From an optimization exercise on the open Yosys and OpenROAD flow, aimed at small area; shortcuts taken in it are not production practice.
Function was checked by simulation only, so behaviour that the tests miss may differ from the original.
Power figures rest on the tool's default switching activity, not on a simulated workload.

## proc_core
module proc_core #(
    parameter int TAPU_NUM       = 2,
    parameter int ROWS           = 2,
    parameter int COLS           = 4,
    parameter int BUF_DEPTH      = 16,
    parameter int RES_FIFO_DEPTH = 4,
    parameter int OUT_FIFO_DEPTH = 8
) (
    input  logic                              clk,
    input  logic                              rst_n,
    input  logic                              i_x_valid,
    output logic                              o_x_ready,
    input  logic [TAPU_NUM*ROWS*core_pkg::OPND_W-1:0]   i_x_data,
    input  logic                              i_x_last,
    input  logic                              i_y_valid,
    output logic                              o_y_ready,
    input  logic [COLS*core_pkg::OPND_W-1:0]            i_y_data,
    input  logic                              i_y_last,
    output logic                              o_loadx_done,
    output logic                              o_loady_done,
    input  logic                              i_exec_start,
    input  logic                              i_psu_clr,
    input  logic [7:0]                        i_depth,
    output logic                              o_exec_done,
    input  logic                              i_store_start,
    output logic                              o_store_done,
    output logic                              o_m_valid,
    input  logic                              i_m_ready,
    output logic [COLS*core_pkg::PSUM_W-1:0]            o_m_data,
    output logic                              o_m_last
);
    localparam int NROW  = TAPU_NUM * ROWS;
    localparam int X_W   = NROW * core_pkg::OPND_W;
    localparam int Y_W   = COLS * core_pkg::OPND_W;
    localparam int RES_W = COLS * core_pkg::PSUM_W;
    logic [X_W-1:0]             x_rd_data;
    logic [Y_W-1:0]             y_rd_data;
  ...
Size: ~220 I/O pins, roughly 0.15 mm² of cells after synthesis.
clock: 6.3 ns
lec_check: 0
cap_margin: 20
core_margin: 2
core_utilization: 40
cts_cluster_diameter: 80
cts_cluster_size: 30
place_density: 0.6
slew_margin: 20
synth_hierarchical: 1
run.sh (not shown) runs the stock make flow with config.mk's settings and CLKGATE_MAP_FILE= SYNTH_SCRIPT=/design/flow/synth_recipe.tcl, a recipe that flattens the netlist after the stock synthesis.
The first run produced a clean layout.
Rerun with:
CTS_CLUSTER_DIAMETER = 100   (was 80)
CTS_CLUSTER_SIZE = 24   (was 30)
- non-clock buffer count increases by 2
- maximum frequency stays flat
- cell area fell by 0.37%
Rerun with:
==> flow/flow/run.sh (new file) <==
#!/bin/bash
# The standard layout (standard.sh: the standard flow's synthesis and ORFS flow), with two
# changes: the port buffers are the smallest buffer cell, and clock tree
# synthesis inserts no dummy loads. Each tool's output is kept in
# flow_make.log here, and ORFS's per-step logs under orfs/logs/.
set -euo pipefail
export BUFFER_PORTS_ARGS="-buffer_cell sky130_fd_sc_hd__buf_1"
export CTS_ARGS="-sink_clustering_enable -repair_clock_nets -sink_clustering_size 24 -sink_clustering_max_diameter 100 -dont_use_dummy_load"
bash standard.sh finish > flow_make.log 2>&1
==> flow/standard.sh (new file) <==
#!/bin/bash
# synth_recipe.tcl (not shown) runs the flow's synth.tcl, then flattens the netlist and writes it again
# the make line also repeats each setting of config.mk as NAME=value (left out here)
make -C /OpenROAD-flow-scripts/flow DESIGN_CONFIG=/design/flow/config.mk WORK_HOME=/design/flow/orfs CLKGATE_MAP_FILE= SYNTH_SCRIPT=/design/flow/synth_recipe.tcl "${@:-finish}"
removed: flow/run.sh
Via count hardly moves.
Total power drops by 3.1%.
Routed wire length climbs by 0.66%.
First-iteration DRC count climbs by 7.0%.
Core utilization drops by 0.76 points.
Clock skew climbs by 0.055 ns.
Global-route usage climbs by 0.16 points.
Combinational power drops by 4.4%.
Cell area drops by 1.7%.


Setup of job 7894:
Another version of the RTL of proc_core (not shown whole).
For scale: ~9000 cells after synthesis, about 3300 flip-flops.
Settings: LEC_CHECK=0, CAP_MARGIN=20, CORE_MARGIN=2, CORE_UTILIZATION=70, CTS_CLUSTER_DIAMETER=100, CTS_CLUSTER_SIZE=24, PLACE_DENSITY=0.85, SLEW_MARGIN=20, SYNTH_HIERARCHICAL=1; clock period 6.3 ns.
standard.sh (not shown) runs the stock make flow with config.mk's settings and CLKGATE_MAP_FILE= SYNTH_SCRIPT=/design/flow/synth_recipe.tcl, a recipe that flattens the netlist after the stock synthesis.
==> flow/flow/run.sh <==
#!/bin/bash
# The standard layout (standard.sh: the standard flow's synthesis and ORFS flow), with two
# changes: the port buffers are the smallest buffer cell, and clock tree
# synthesis inserts no dummy loads. Each tool's output is kept in
# flow_make.log here, and ORFS's per-step logs under orfs/logs/.
set -euo pipefail
export BUFFER_PORTS_ARGS="-buffer_cell sky130_fd_sc_hd__buf_1"
export CTS_ARGS="-sink_clustering_enable -repair_clock_nets -sink_clustering_size 24 -sink_clustering_max_diameter 100 -dont_use_dummy_load"
bash standard.sh finish > flow_make.log 2>&1
Inputs modified between job 7894 and job 4095:
Settings: swapping 0.85 for 0.75 in PLACE_DENSITY; swapping 70 for 60 in CORE_UTILIZATION.
diff --git a/flow/flow/run.sh b/flow/flow/run.sh
--- a/flow/flow/run.sh
+++ b/flow/flow/run.sh
@@ -3,2 +3,3 @@
-# changes: the port buffers are the smallest buffer cell, and clock tree
-# synthesis inserts no dummy loads. Each tool's output is kept in
+# changes: the port buffers are the smallest buffer cell, clock tree
+# synthesis inserts no dummy loads, and after global routing gates on paths
+# with positive slack are sized down (RECOVER_POWER). Each tool's output is kept in
@@ -7,0 +9 @@
+export RECOVER_POWER=40
Findings:
Going from job 7894 to job 4095, relative max-transition margin grows by 2.2 points.
First-iteration DRC count down 15% in job 4095 wrt job 7894
Compared with job 7894, job 4095 shows a higher final-layout clock buffer total.
Half-perimeter wire length after placement: job 4095 vs job 7894 down 0.79%
Job 4095: global-route usage is 6.2 points lower than what job 7894 reported.
Compared to job 7894, job 4095 was floorplanned on a bigger die.
Compared with job 7894, job 4095 instantiates a larger number of standard cells.
Hold slack is lower on job 4095
Here is what was changed in the inputs of job 5257 compared with job 4095.
diff --git a/flow/flow/run.sh b/flow/flow/run.sh
--- a/flow/flow/run.sh
+++ b/flow/flow/run.sh
@@ -3,3 +3,2 @@
-# changes: the port buffers are the smallest buffer cell, clock tree
-# synthesis inserts no dummy loads, and after global routing gates on paths
-# with positive slack are sized down (RECOVER_POWER). Each tool's output is kept in
+# changes: the port buffers are the smallest buffer cell, and clock tree
+# synthesis inserts no dummy loads. Each tool's output is kept in
@@ -9 +7,0 @@
-export RECOVER_POWER=40
## What came out
The final layout from job 5257, which completed every stage, passed the timing, design-rule and antenna checks at the end of the flow.
Between job 5257 and job 4095, the internal power figures differ only marginally.
Between job 5257 and job 4095, the post-detailed-route via-to-cell ratio figures differ only marginally.
Compared with job 4095, in job 5257 fraction of layout instances using a drive strength above 1 level; wire length after detailed routing level; switching portion of total power level.
The worst clock skew in job 5257 sits 4.8 ps below the value recorded for job 4095.
The share of power burned in the clock network of job 5257 and that of job 4095 are within noise of each other.
For highest achievable clock rate, job 4095 and job 5257 come out practically identical.
Job 5257 vs. job 4095: number of standard cells in the final layout excluding fillers closely matched the old numbers; areal power density over the cells closely matched the old numbers; post-route worst hold slack closely matched the old numbers.

[re-timing with driven ports]
The flow's constraints put no driver on any port. The routed layouts listed below were extracted and timed again, unchanged, in two steps. Step 1 (the two cells are an assumption about what drives the block):
set clk [get_ports {clk}]
set_driving_cell -lib_cell sky130_fd_sc_hd__clkbuf_16 $clk
set_driving_cell -lib_cell sky130_fd_sc_hd__buf_2 [delete_from_list [all_inputs] $clk]
Step 2 adds t to the input delays and takes it off the output delays; t is the mean of the earliest and latest rising clock arrival at the registers after step 1. Input paths then give back, and output paths get back, about the clock's delay inside the block. a / b / c = ideal / step 1 / step 2; a / b = the first two.
| run | shift t [ns] | setup slack, ns | worst setup path after step 2 | worst register clock-pin slew, ns | worst data-port slew with drivers (ns) |
|---|---|---|---|---|---|
| the first run of note 1 | 1.024 | 0.328 / 0.328 / 0.328 | register to register | 0.12 / 0.12 | 0.20 |
| the second run of note 1 | 1.012 | 0.320 / 0.320 / 0.320 | register to register | 0.11 / 0.11 | 0.19 |
| the third run of note 1 | 0.985 | 0.413 / 0.413 / 0.413 | register to register | 0.11 / 0.11 | 0.17 |
| job 7894 | 0.930 | 0.211 / 0.211 / 0.211 | register to register | 0.11 / 0.11 | 0.12 |
| job 4095 | 0.933 | 0.389 / 0.389 / 0.389 | register to register | 0.10 / 0.10 | 0.14 |
| job 5257 | 0.932 | 0.393 / 0.393 / 0.393 | register to register | 0.10 / 0.10 | 0.13 |
After both steps setup and hold are still met in every run listed.
